From an optimization exercise on the open Yosys and OpenROAD flow, aimed at small area, a short achievable clock period and few clock cycles; shortcuts taken in it are not production practice.
No run shown here included a check of the RTL's function; only the layout flow was run.
Power figures rest on the tool's default switching activity, not on a simulated workload.

==> flow/design.v, too long to show whole: its modules and the start of the top module <==
// module frp_div: 108 lines
// module frame_rate_pacer: 939 lines
module frame_rate_pacer (
   input  logic                            clock,
   input  logic                            reset,
   input  logic                            req_valid,
   output logic                            req_ready,
   input  logic [frp_pkg::TS_W-1:0]        req_timestamp_ms,
   input  logic                            req_in_foreground,
   input  logic                            req_mouse_look,
   output logic                            rsp_valid,
   input  logic                            rsp_ready,
   output logic [frp_pkg::SLEEP_W-1:0]     rsp_sleep_ms,
   output logic [frp_pkg::TS_W-1:0]        rsp_frame_time_ms,
   output logic [frp_pkg::FPS_W-1:0]       rsp_fps_x16,
   input  logic                            csr_we,
   input  logic [frp_pkg::CSR_INDEX_W-1:0] csr_index,
   input  logic [frp_pkg::CSR_DATA_W-1:0]  csr_wdata
);
  // ...
==> flow/run.sh <==
#!/bin/bash
# synth_recipe.tcl (not shown) runs the flow's synth.tcl, then flattens the netlist and writes it again
# the make line also repeats each setting of config.mk as NAME=value (left out here)
make -C /OpenROAD-flow-scripts/flow DESIGN_CONFIG=/design/flow/config.mk WORK_HOME=/design/flow/orfs CLKGATE_MAP_FILE= SYNTH_SCRIPT=/design/flow/synth_recipe.tcl finish
==> flow/config.mk <==
export PLATFORM = sky130hd
export DESIGN_NAME = frame_rate_pacer
export DESIGN_NICKNAME = frame_rate_pacer
export VERILOG_FILES = /design/flow/design.v
export SDC_FILE = /design/flow/constraint.sdc
export NUM_CORES = 4
export LEC_CHECK = 0
export CAP_MARGIN = 20
export CORE_MARGIN = 2
export CORE_UTILIZATION = 55
export SETUP_SLACK_MARGIN = 3.0
export SLEW_MARGIN = 20
export TNS_END_PERCENT = 100
==> flow/constraint.sdc <==
create_clock -name core_clock -period 6.5 [get_ports {clock}]
set_input_delay 1.3000 -clock core_clock [delete_from_list [all_inputs] [get_ports {clock}]]
set_output_delay 1.3000 -clock core_clock [all_outputs]
set_load 0.01 [all_outputs]
==> impl_metrics.env, run 1 <==
export IMPL_critPathBufInv=5
export IMPL_synth_common_cells="edfxtp_1, inv_1, ha_1, nor2_1, nand2_1"
export IMPL_cpPeakStageDelay_ns=0.42
export IMPL_seq_cell_count=2134
export IMPL_startpoint="b_t[0]"
export IMPL_rows=146
export IMPL_nonClockInverterCount=445
export IMPL_largest_register_ffs=1024
export IMPL_setup_viol=0
export IMPL_multi_input_comb_cells=3108
export IMPL_grt_use_met3=0.03557
export IMPL_design_area_mm2=0.1024
export IMPL_die_y_um=404.1
export IMPL_detail_route_antenna_nets=0
export IMPL_critPathCapture="d1_sl[9]"
export IMPL_fp_coreArea_mm2=0.1587
export IMPL_cts_made_buffers=206
export IMPL_largest_class="registers"
export IMPL_rsz0062_at_grt="true"
export IMPL_yosysMostFrequentCell="edfxtp_1"
export IMPL_cp_depth=24
export IMPL_status="complete, no violations"
export IMPL_max_freq_mhz=214.8
export IMPL_dr_pass1_iters=5
export IMPL_multi_input_area_mm2=0.02442
export IMPL_nFillCells=11440
export IMPL_grtUsageMet1=0.2962
export IMPL_total_power_uw=35210
export IMPL_synth_area_mm2=0.08805
export IMPL_powerSeq_uw=17800
export IMPL_post_cts_buffers=94
export IMPL_nClkBuffers=242
export IMPL_dieArea_mm2=0.1633
export IMPL_finalMaxSlewViolations=0
export IMPL_critPathArrivalTime_ns=5.34
export IMPL_ff2ff_path_depth=24
export IMPL_num_nets_final=6793
export IMPL_syn_num_nets=6309
export IMPL_regArea_mm2=0.06320
export IMPL_multi_input_area_share=0.2386
export IMPL_tightestPinTransition_ns=1.002
export IMPL_r2r_slack_ns=1.85
export IMPL_power_frac_clock=0.335
export IMPL_p_leak_uw=0.03975
==> run 2, diff against run 1 <==
--- a/flow/design.v
+++ b/flow/design.v
@@ -194,79 +194,101 @@
          nz_fg   <= nz_fg_n;
          nz_bg   <= nz_bg_n;
          nz_lk   <= nz_lk_n;
          if (csr_we && csr_index == 2'd3) comp_ff <= csr_wdata[0];
       end
    end
    logic rsp_valid_ff, stall, acc;
    assign stall     = rsp_valid_ff & ~rsp_ready;
-   assign req_ready = ~stall & ~csr_busy;
+   assign req_ready = ~stall;      
    assign acc       = req_valid & req_ready;
+   logic [1023:0] hist;         
    logic        b_v, b_nz;
    logic [31:0] b_t;
    logic [9:0]  b_base;
+   logic        r0_v, r0_fg, r0_lk;
+   logic [31:0] r0_t, b_ft;
+   logic [12:0] b_u, u_n;
+   logic [9:0]  base_r0;
+   logic [32:0] fta_x;
+   always_ff @(posedge clock) begin
+      if (reset) r0_v <= 1'b0;
+      else if (!stall) r0_v <= acc;
+      if (!stall) begin
+         r0_t  <= req_timestamp_ms;
+         r0_fg <= req_in_foreground;
+         r0_lk <= req_mouse_look;
+      end
+   end
+   logic [31:0] fta_x_kp, fta_x_kg;
+   assign fta_x_kp = r0_t ^ ~((b_v ? b_t : hist[31:0]));
+   assign fta_x_kg = r0_t & ~((b_v ? b_t : hist[31:0]));
+   logic [31:0] fta_x_kG0, fta_x_kP0;
+   assign fta_x_kG0 = {fta_x_kg[31:1], fta_x_kg[0] | fta_x_kp[0]};
+   assign fta_x_kP0 = fta_x_kp;
+   logic [31:0] fta_x_kG1, fta_x_kP1;
+   assign fta_x_kG1 = fta_x_kG0 | (fta_x_kP0 & {fta_x_kG0[30:0], 1'b0});
+   assign fta_x_kP1 = fta_x_kP0 & {fta_x_kP0[30:0], 1'b0};
+   logic [31:0] fta_x_kG2, fta_x_kP2;
+   assign fta_x_kG2 = fta_x_kG1 | (fta_x_kP1 & {fta_x_kG1[29:0], 2'b0});
+   assign fta_x_kP2 = fta_x_kP1 & {fta_x_kP1[29:0], 2'b0};
+   logic [31:0] fta_x_kG3, fta_x_kP3;
+   assign fta_x_kG3 = fta_x_kG2 | (fta_x_kP2 & {fta_x_kG2[27:0], 4'b0});
+   assign fta_x_kP3 = fta_x_kP2 & {fta_x_kP2[27:0], 4'b0};
+   logic [31:0] fta_x_kG4, fta_x_kP4;
+   assign fta_x_kG4 = fta_x_kG3 | (fta_x_kP3 & {fta_x_kG3[23:0], 8'b0});
+   assign fta_x_kP4 = fta_x_kP3 & {fta_x_kP3[23:0], 8'b0};
+   logic [31:0] fta_x_kG5, fta_x_kP5;
+   assign fta_x_kG5 = fta_x_kG4 | (fta_x_kP4 & {fta_x_kG4[15:0], 16'b0});
+   assign fta_x_kP5 = fta_x_kP4 & {fta_x_kP4[15:0], 16'b0};
+   assign fta_x = {~fta_x_kG5[31], fta_x_kp ^ {fta_x_kG5[30:0], 1'b1}};
+   assign base_r0 = r0_fg ? (r0_lk ? base_lk : base_fg) : base_bg;
+   logic [10:0] ftl_n;
+   assign ftl_n = r0_t[10:0] - (b_v ? b_t[10:0] : hist[10:0]);
+   assign u_n   = {2'b0, ftl_n} - {3'b0, base_r0};
    always_ff @(posedge clock) begin
       if (reset) b_v <= 1'b0;
-      else if (!stall) b_v <= acc;
+      else if (!stall) b_v <= r0_v;
       if (!stall) begin
-         b_t    <= req_timestamp_ms;
-         b_base <= req_in_foreground ? (req_mouse_look ? base_lk_n : base_fg_n) : base_bg_n;
-         b_nz   <= req_in_foreground ? (req_mouse_look ? nz_lk_n : nz_fg_n) : nz_bg_n;
+         b_t    <= r0_t;
+         b_ft   <= fta_x[31:0];
+         b_base <= base_r0;
+         b_u    <= u_n;
+         b_nz   <= r0_fg ? (r0_lk ? nz_lk : nz_fg) : nz_bg;
       end
    end
-   logic [1023:0] hist;         
    logic [5:0]    cnt;          
    logic [9:0]    prior;
    logic          block_off, c0, full, act, big, ovr, gt, reseed;
    logic [31:0]   ftw, el;
    logic [10:0]   ftl, budget, sl;
    logic [9:0]    sleep_b;
    logic [11:0]   nfr;
    assign block_off = ~(nz_fg | nz_bg | nz_lk);
    assign c0     = (cnt == 6'd0);
    assign full   = cnt[5];
    assign act    = b_v & ~stall & ~block_off;
-   logic [32:0]   ftw_x, el_x;
-   logic [31:0] ftw_x_kp, ftw_x_kg;
-   assign ftw_x_kp = b_t ^ ~(hist[31:0]);
-   assign ftw_x_kg = b_t & ~(hist[31:0]);
-   logic [31:0] ftw_x_kG0, ftw_x_kP0;
-   assign ftw_x_kG0 = {ftw_x_kg[31:1], ftw_x_kg[0] | ftw_x_kp[0]};
-   assign ftw_x_kP0 = ftw_x_kp;
-   logic [31:0] ftw_x_kG1, ftw_x_kP1;
-   assign ftw_x_kG1 = ftw_x_kG0 | (ftw_x_kP0 & {ftw_x_kG0[30:0], 1'b0});
-   assign ftw_x_kP1 = ftw_x_kP0 & {ftw_x_kP0[30:0], 1'b0};
-   logic [31:0] ftw_x_kG2, ftw_x_kP2;
-   assign ftw_x_kG2 = ftw_x_kG1 | (ftw_x_kP1 & {ftw_x_kG1[29:0], 2'b0});
-   assign ftw_x_kP2 = ftw_x_kP1 & {ftw_x_kP1[29:0], 2'b0};
-   logic [31:0] ftw_x_kG3, ftw_x_kP3;
-   assign ftw_x_kG3 = ftw_x_kG2 | (ftw_x_kP2 & {ftw_x_kG2[27:0], 4'b0});
-   assign ftw_x_kP3 = ftw_x_kP2 & {ftw_x_kP2[27:0], 4'b0};
-   logic [31:0] ftw_x_kG4, ftw_x_kP4;
-   assign ftw_x_kG4 = ftw_x_kG3 | (ftw_x_kP3 & {ftw_x_kG3[23:0], 8'b0});
-   assign ftw_x_kP4 = ftw_x_kP3 & {ftw_x_kP3[23:0], 8'b0};
-   logic [31:0] ftw_x_kG5, ftw_x_kP5;
-   assign ftw_x_kG5 = ftw_x_kG4 | (ftw_x_kP4 & {ftw_x_kG4[15:0], 16'b0});
-   assign ftw_x_kP5 = ftw_x_kP4 & {ftw_x_kP4[15:0], 16'b0};
-   assign ftw_x = {~ftw_x_kG5[31], ftw_x_kp ^ {ftw_x_kG5[30:0], 1'b1}};
-   assign ftw    = ftw_x[31:0];
-   assign ftl    = c0 ? 11'd0 : ftw[10:0];
-   assign big    = ~c0 & (ftw[31:11] != '0);
-   assign budget = {1'b0, b_base} + {1'b0, prior};
-   assign ovr    = big | (ftl >= budget) | (b_base == 10'd0);
-   assign gt     = ~big & ({1'b0, prior} > ftl);
-   assign sl     = budget - ftl;
+   logic [32:0]   el_x;
+   assign ftw    = b_ft;
+   logic          bz, ovr_c;
+   logic [12:0]   s13;
+   assign bz     = (b_base == 10'd0);
+   assign big    = (ftw[31:11] != '0);
+   assign s13    = {3'b0, prior} - b_u;
+   assign ovr_c  = ($signed(b_u) >= $signed({3'b0, prior}));
+   assign ovr    = c0 ? bz : (big | bz | ovr_c);
+   assign gt     = ~c0 & ~big & ({1'b0, prior} > ftw[10:0]);
    assign reseed = b_nz & comp_ff & ovr;
    always_comb begin
       if (!b_nz)         sleep_b = 10'd0;
       else if (!comp_ff) sleep_b = b_base;
       else if (ovr)      sleep_b = 10'd0;
-      else if (gt)       sleep_b = b_base;
-      else               sleep_b = sl[9:0];
+      else if (gt | c0)  sleep_b = b_base;
+      else               sleep_b = s13[9:0];
    end
    logic [31:0] el_x_kp, el_x_kg;
    assign el_x_kp = b_t ^ ~(hist[1023:992]);
    assign el_x_kg = b_t & ~(hist[1023:992]);
    logic [31:0] el_x_kG0, el_x_kP0;
    assign el_x_kG0 = {el_x_kg[31:1], el_x_kg[0] | el_x_kp[0]};
    assign el_x_kP0 = el_x_kp;
    logic [31:0] el_x_kG1, el_x_kP1;
==> flow/config.mk (replaced) <==
export PLATFORM = sky130hd
export DESIGN_NAME = frame_rate_pacer
export DESIGN_NICKNAME = frame_rate_pacer
export VERILOG_FILES = /design/flow/design.v
export SDC_FILE = /design/flow/constraint.sdc
export NUM_CORES = 4
export LEC_CHECK = 0
export CAP_MARGIN = 20
export CORE_MARGIN = 2
export CORE_UTILIZATION = 60
export CTS_BUF_LIST = sky130_fd_sc_hd__clkbuf_8
export CTS_CLUSTER_SIZE = 30
export SETUP_SLACK_MARGIN = 2.8
export SLEW_MARGIN = 20
export TNS_END_PERCENT = 100
==> run 2 against run 1 <==
  * Critical endpoint is now req_ready
  * Largest cell class unchanged
  * First-iteration DRC count down 28%
  * Wire length down 6.8%
  * Fmax up 27%
  * Clock power down 8%
  * Non-clock buffer count down 152
  * Total power down 8.7%
  * Global-route usage up 0.25 points
  * Still clean
  * Design area down 1.8%
  * Critical path depth down 19
==> impl_metrics.env, run 2 <==
export IMPL_die_w_um=389.9
export IMPL_synth_yosys_seq_area_share=0.7336
export IMPL_largest_register="hist"
export IMPL_instances_no_fill=8355
export IMPL_routed_wl_mm=159.8
export IMPL_fp_coreArea_mm2=0.1478
export IMPL_finalMaxSlewViolations=0
export IMPL_hp_class="flop to flop"
export IMPL_crit_required_ns=5.20
export IMPL_cts_made_buffers=355
export IMPL_ctsHtreeMaxLevel=5
export IMPL_setup_tns_ns=0
export IMPL_dpl_cell_count=7671
export IMPL_cts_num_sinks=2213
export IMPL_synth_edf_count=2122
export IMPL_drv_cap=0
export IMPL_drive_above_1_share=0.1053
export IMPL_wl_met3_mm=8.536
export IMPL_max_freq_mhz=271.8
export IMPL_synthFlopType="edfxtp_1"
export IMPL_skew_ns=0.09480
export IMPL_synthTopCellsByArea="edfxtp_1, ha_1, dfxtp_1, xnor2_1, inv_1"
export IMPL_pin_count=120
export IMPL_timing_final_crit_share=0.5660
export IMPL_layout_common_cells="edfxtp_1, inv_1, ha_1, clkbuf_8, nor2_1"
export IMPL_grt_start_max_net_pins=207
export IMPL_grt_pass1_wl_mm=246.8
export IMPL_wire_per_inst_um=19.12
export IMPL_drc=0
export IMPL_cts_tree="built"
export IMPL_postCtsHoldBufs=0
export IMPL_clkTransAtPathRegs_ns=0.07
export IMPL_power_density_mw_per_mm2=319.9
export IMPL_maxSlewHeadroom=0.3367
export IMPL_root_buffer="clkbuf_8"
export IMPL_status="complete, no violations"
export IMPL_synth_common_cells="edfxtp_1, ha_1, inv_1, nor2_1, a21oi_1"
export IMPL_rsz0062_at_grt="true"
export IMPL_synth_area_mm2=0.08934
export IMPL_area_growth_pct=12.51
export IMPL_initial_utilization=0.6043
export IMPL_setup_worst_path_end_class="primary output"
export IMPL_ir_worst_vdd_mv=0.2216
export IMPL_setup_viol=0
export IMPL_antenna_found_initial=11
export IMPL_regArea_mm2=0.06556
export IMPL_grt_pass1_vias=45290
export IMPL_yosys_area_top_type="edfxtp_1"
export IMPL_track_usage=0.2098
export IMPL_viasPerCell=5.490
export IMPL_rows=141
export IMPL_cp_start_kind="primary input"
export IMPL_routed_top_layer="met5"
export IMPL_final_common_cell="edfxtp_1"
export IMPL_dieArea_mm2=0.1520
export IMPL_clk_latency_ns=1.04
export IMPL_finalCriticalPeriod_ns=3.679
export IMPL_drt_iter0_markers=2969
export IMPL_die_y_um=389.9
export IMPL_grt_overflow=0
export IMPL_place_congestion=0.8650
export IMPL_path_max_fanout=23
export IMPL_yosysMostFrequentCell="edfxtp_1"
export IMPL_num_nets_final=6692
export IMPL_vias=45870
export IMPL_hold_violations=0
export IMPL_synth_cell_type_count=97
export IMPL_tightestPinTransition_ns=0.9950
export IMPL_yosys_warnings=2
export IMPL_async_flop_share=0
export IMPL_portBuffers=119
export IMPL_synth_seq_cells=2213
export IMPL_multi_input_area_mm2=0.02229
export IMPL_syn_num_nets=6200
export IMPL_p_leak_uw=0.03971
export IMPL_met2_length_mm=72.38
export IMPL_dr_pass1_iters=6
export IMPL_wl_met1_mm=74.71
export IMPL_synth_top_area_share=0.7132
export IMPL_nFillCells=10140
export IMPL_detail_route_antenna_nets=0
export IMPL_largest_register_ffs=1024
export IMPL_place_hpwl_mm=105.5
export IMPL_critPathArrivalTime_ns=2.38
export IMPL_cts_buffer_depth=4
export IMPL_syn_area_per_cell_um2=15.75
export IMPL_postSynthCellCount=5671
export IMPL_crit_type="primary input to primary output"
run 2: cell type report:
class                           instances  share of cell area
Multi-Input combinational cell       2950              0.2218
Inverter                              420             0.01616
Clock buffer                          364             0.04984
Antenna cell                            6           0.0001494
Timing Repair inverter                  2           0.0001743
Clock inverter                        249             0.01420
Tap cell                             1930             0.02402
Timing Repair Buffer                  221             0.02146
Sequential cell                      2213              0.6522
run 2: repair_timing:
item,CTS,global route
setup endpoints to repair,64,79
buffers inserted,16,43
gates resized for setup,46,76
pin swaps,3,36
cloned,3,2
run 2: cell families (layout without fill, tap and decap cells):
| family | Yosys count | in the layout | synth area share |
|---|---|---|---|
| DFF | 2213 | 2213 | 0.7336 |
| AOI/OAI and AO/OA | 1055 | 1055 | 0.07680 |
| and+or+nand+nor | 1014 | 1014 | 0.05594 |
| buffers and inverters | 508 | 1256 | 0.02175 |
| adders and majority gates | 472 | 472 | 0.06888 |
| xor gates and xnor gates | 259 | 259 | 0.02539 |
| muxes | 150 | 150 | 0.01760 |
| other | 0 | 6 | 0 |
run 2: layer usage:
| metal | up-vias | track usage |
|---|---|---|
| li1 | 22420 | - |
| met1 | 22160 | 0.3051 |
| met2 | 1035 | 0.3163 |
| met3 | 259 | 0.04808 |
| met4 | 4 | 0.07104 |
| met5 | - | 0 |
run 2: through the flow:
stage	util	setup slack, ns	hold slack (ns)	area, um2	total power, uW
finish	0.6799	2.821	0.3745	100500	32160
global placement	0.6294	1.819	0.4002	93050	21380
global route	0.6799	2.758	0.3594	100500	33750
CTS	0.6755	2.732	0.3671	99860	32480
detailed placement	0.6295	1.744	0.4045	93060	21470
floorplan	-	1.133	0.4003	89420	20330
run 2: worst paths after layout:
path                            startpoint         to  slack, ns  cells past startpoint
worst max-delay path             rsp_ready  req_ready       2.82                      5
worst min-delay path              hist[48]   hist[80]       0.37                      0
worst max register to register         b_v   b_ft[28]       2.87                     15
worst min register to register    hist[48]   hist[80]       0.37                      0
run 2: worst max-delay path, cell delays in order:
cell	delay, ns
clkdlybuf4s50_1	0.52
nor2b_4	0.06
buf_12	0.15
inv_16	0.14
clkbuf_2	0.17
run 2: where the power goes:
group / total [uW] / switching (uW) / internal (uW)
Clock: 10800 / 5080 / 5770
Sequential: 17600 / 661 / 17000
Combinational: 3680 / 2070 / 1600
==> run 3, diff against run 2 <==
--- a/flow/config.mk
+++ b/flow/config.mk
@@ -11,5 +11,3 @@
 export CTS_BUF_LIST = sky130_fd_sc_hd__clkbuf_8
 export CTS_CLUSTER_SIZE = 30
-export SETUP_SLACK_MARGIN = 2.8
 export SLEW_MARGIN = 20
-export TNS_END_PERCENT = 100
==> run 3 against run 2 <==
  * Clock skew is 0.0084 ns higher
  * Clock power barely moved
  * Largest cell class unchanged
  * Sequential power barely moved
  * Still clean on timing, DRC and antenna
  * Largest power group unchanged
  * First-iteration DRC count rose by 7.3%
==> impl_metrics.env, run 3 <==
export IMPL_status="complete, no violations"
export IMPL_ctsHtreeMaxLevel=5
export IMPL_rsz0062_at_grt="false"
export IMPL_synth_area_mm2=0.08934
export IMPL_drc=0
export IMPL_grt_pass1_vias=44740
export IMPL_cpMaxStageDelayCell="nor2b_1"
export IMPL_dieArea_mm2=0.1520
export IMPL_track_usage=0.2030
export IMPL_synth_cell_type_count=97
export IMPL_whs_endpoint="hist[422]"
export IMPL_syn_num_nets=6200
export IMPL_antenna_found_initial=9
export IMPL_final_common_cell="edfxtp_1"
export IMPL_routed_wl_mm=153.1
export IMPL_synth_yosys_seq_area_share=0.7336
export IMPL_placed_area_mm2=0.09308
export IMPL_yosys_warnings=2
export IMPL_clkTransAtPathRegs_ns=0.06
export IMPL_p_leak_uw=0.03934
export IMPL_layout_common_cells="edfxtp_1, inv_1, ha_1, clkbuf_8, nor2_1"
export IMPL_drt_iter0_markers=3187
export IMPL_crit_required_ns=5.20
export IMPL_cpPeakStageDelay_ns=0.75
export IMPL_postSynthCellCount=5671
export IMPL_hold_violations=0
export IMPL_largest_register="hist"
export IMPL_finalCriticalPeriod_ns=4.820
export IMPL_detail_route_antenna_nets=0
export IMPL_synthTopCellsByArea="edfxtp_1, ha_1, dfxtp_1, xnor2_1, inv_1"
export IMPL_skew_ns=0.1032
export IMPL_vias=45400
export IMPL_place_hpwl_mm=103.4
export IMPL_syn_area_per_cell_um2=15.75
export IMPL_area_growth_pct=11.64
export IMPL_max_freq_mhz=207.5
export IMPL_yosysMostFrequentCell="edfxtp_1"
export IMPL_place_ws_ns=1.389
export IMPL_grt_overflow=0
export IMPL_synthFlopType="edfxtp_1"
export IMPL_largest_register_ffs=1024
export IMPL_post_cts_resized=0
export IMPL_cts_made_buffers=356
export IMPL_initial_utilization=0.6043
export IMPL_place_congestion=0.8835
export IMPL_postCtsHoldBufs=0
export IMPL_path_max_fanout=68
export IMPL_timing_final_crit_share=0.7415
export IMPL_power_density_mw_per_mm2=323.3
export IMPL_crit_path_frequent_cell="clkdlybuf4s50_1"
export IMPL_min_path_cells=0
export IMPL_ir_worst_vdd_mv=0.2561
export IMPL_critPathBufInv=3
export IMPL_maxSlewHeadroom=0.2832
export IMPL_ff2ff_path_depth=15
export IMPL_root_buffer="clkbuf_8"
export IMPL_grt_pass1_wl_mm=241.0
export IMPL_clk_latency_ns=1.01
export IMPL_design_area_mm2=0.09974
export IMPL_nFillCells=10220
export IMPL_synth_edf_count=2122
export IMPL_wire_per_inst_um=18.46
export IMPL_synth_common_cells="edfxtp_1, ha_1, inv_1, nor2_1, a21oi_1"
export IMPL_rr_endpoint="d2_r[0]"
export IMPL_cp_start_kind="primary input"
export IMPL_viasPerCell=5.474
export IMPL_synth_seq_cells=2213
export IMPL_hp_class="flop to flop"
export IMPL_dr_pass1_iters=5
export IMPL_pin_count=120
export IMPL_fin_ws_ns=1.680
export IMPL_yosys_area_top_type="edfxtp_1"
export IMPL_portBuffers=119
export IMPL_setup_worst_path_end_class="primary output"
export IMPL_crit_family="buffers and inverters"
export IMPL_r2r_slack_ns=2.18
export IMPL_crit_type="primary input to primary output"
export IMPL_synth_top_area_share=0.7132
export IMPL_critPathArrivalTime_ns=3.52
export IMPL_die_w_um=389.9
export IMPL_tightestPinTransition_ns=1.075
export IMPL_grt_start_max_net_pins=204
export IMPL_cts_tree="built"
export IMPL_die_y_um=389.9
export IMPL_holdCritStartpoint="hist[390]"
export IMPL_drv_cap=0
export IMPL_setup_viol=0
export IMPL_fp_coreArea_mm2=0.1478
export IMPL_cts_buffer_depth=4
export IMPL_setup_tns_ns=0
export IMPL_path_cells="clkdlybuf4s50_1 -> nor2b_1 -> inv_8 -> clkdlybuf4s50_1"
export IMPL_finalMaxSlewViolations=0
export IMPL_cts_num_sinks=2213
export IMPL_drive_above_1_share=0.08712
export IMPL_rows=141
export IMPL_rr_startpoint="d1_d[17]"
export IMPL_post_cts_buffers=0
export IMPL_async_flop_share=0
export IMPL_num_nets_final=6628
-- run 3: cell counts after synthesis --
Identical to the previous run, type by type.
-- run 3: routing by layer --
layer	global-route usage	up-vias	wire, um
li1	-	22290	-
met1	0.3043	21740	74160
met2	0.2977	1031	66920
met3	0.03561	336	6839
met4	0.08354	4	5120
met5	0	-	25
-- run 3: cell families after synthesis --
kind of cell,Yosys count,synth area share
adders and majority gates,472,0.06888
xor gates and xnor gates,259,0.02539
muxes,150,0.01760
and+or+nand+nor,1014,0.05594
DFF,2213,0.7336
buffers and inverters,508,0.02175
AOI/OAI and AO/OA,1055,0.07680
-- run 3: worst max-delay path by stage --
stage	startpoint	endpoint	slack, ns	cells after the start
after detailed placement	rsp_ready	hist[513]	1.39	7
after CTS	rsp_ready	req_ready	1.73	4
after global placement	rsp_ready	hist[449]	1.42	7
final	rsp_ready	req_ready	1.68	4
after floorplan	rsp_ready	prior[1]	0.18	9
after global routing	rsp_ready	req_ready	1.67	4
-- run 3: final cells by class --
type                    instances  area [um2]  share of cell area
flip-flops and latches       2213       65540              0.6572
multi-input cells            2950       21910              0.2196
clock buffers                 379        5216             0.05230
well taps                    1930        2415             0.02421
inverters                     420        1610             0.01614
repair buffers                158        1604             0.01608
clock inverters               239        1431             0.01435
diodes                          5       12.51           0.0001254
-- run 3: worst reg2reg max path: stages (launching register included) --
cell,delay [ns]
edfxtp_1,0.47
inv_1,0.15
ha_1,0.16
nand4_1,0.24
nor4b_1,0.64
nor2b_1,0.10
a21oi_1,0.13
nor2b_1,0.08
mux2i_1,0.36
ha_1,0.21
nor2b_1,0.16
o21ai_0,0.09
a211oi_1,0.73
o21ai_0,0.34
nor2_1,0.15
a21oi_1,0.05
-- run 3: power breakdown --
part	total, uW	leakage, uW	switching [uW]	internal, uW
Sequential	17600	0.0227	660	17000
Clock	11100	0.00378	5040	6030
Combinational	3530	0.0128	1990	1550
Total	32200	0.0393	7690	24600
-- run 3: through the flow --
| step | cells | hold WS, ns | total power [uW] | util |
|---|---|---|---|---|
| after floorplan | 5671 | 0.4003 | 20350 | - |
| after global placement | 7671 | 0.4006 | 21350 | 0.6296 |
| after detailed placement | 7671 | 0.4045 | 21440 | 0.6296 |
| after CTS | 8289 | 0.3547 | 32640 | 0.6745 |
| after global routing | 8293 | 0.3620 | 33800 | 0.6746 |
| final | 8294 | 0.3670 | 32240 | 0.6746 |

[port drivers added, routing unchanged]
No port has a modelled driver above. Below, the same layouts with a new extraction and two added sets of constraints. Step 1 (the two cells are an assumption about what drives the block):
set clk [get_ports {clock}]
set_driving_cell -lib_cell sky130_fd_sc_hd__clkbuf_16 $clk
set_driving_cell -lib_cell sky130_fd_sc_hd__buf_2 [delete_from_list [all_inputs] $clk]
Step 2 moves the port delays by t, midway between the first and last clock arrival at a register: inputs arrive t later, outputs are due t later. That takes back most of the time a late clock gives input paths. Three values: ideal, step 1, step 2; two values: the first two.
run | shift t [ns] | setup slack, ns | latest minus earliest clock arrival (ns)
run 1 | 0.903 | 1.845 / 1.845 / 1.845 | 0.063 / 0.063
run 2 | 1.066 | 2.821 / 2.754 / 2.108 | 0.111 / 0.112
run 3 | 1.038 | 1.680 / 1.658 / 1.368 | 0.107 / 0.107
After both steps every run listed still meets setup and hold. For run 2, which loses most, drivers alone change the setup slack by -0.067 ns; drivers and shift together by -0.713 ns.
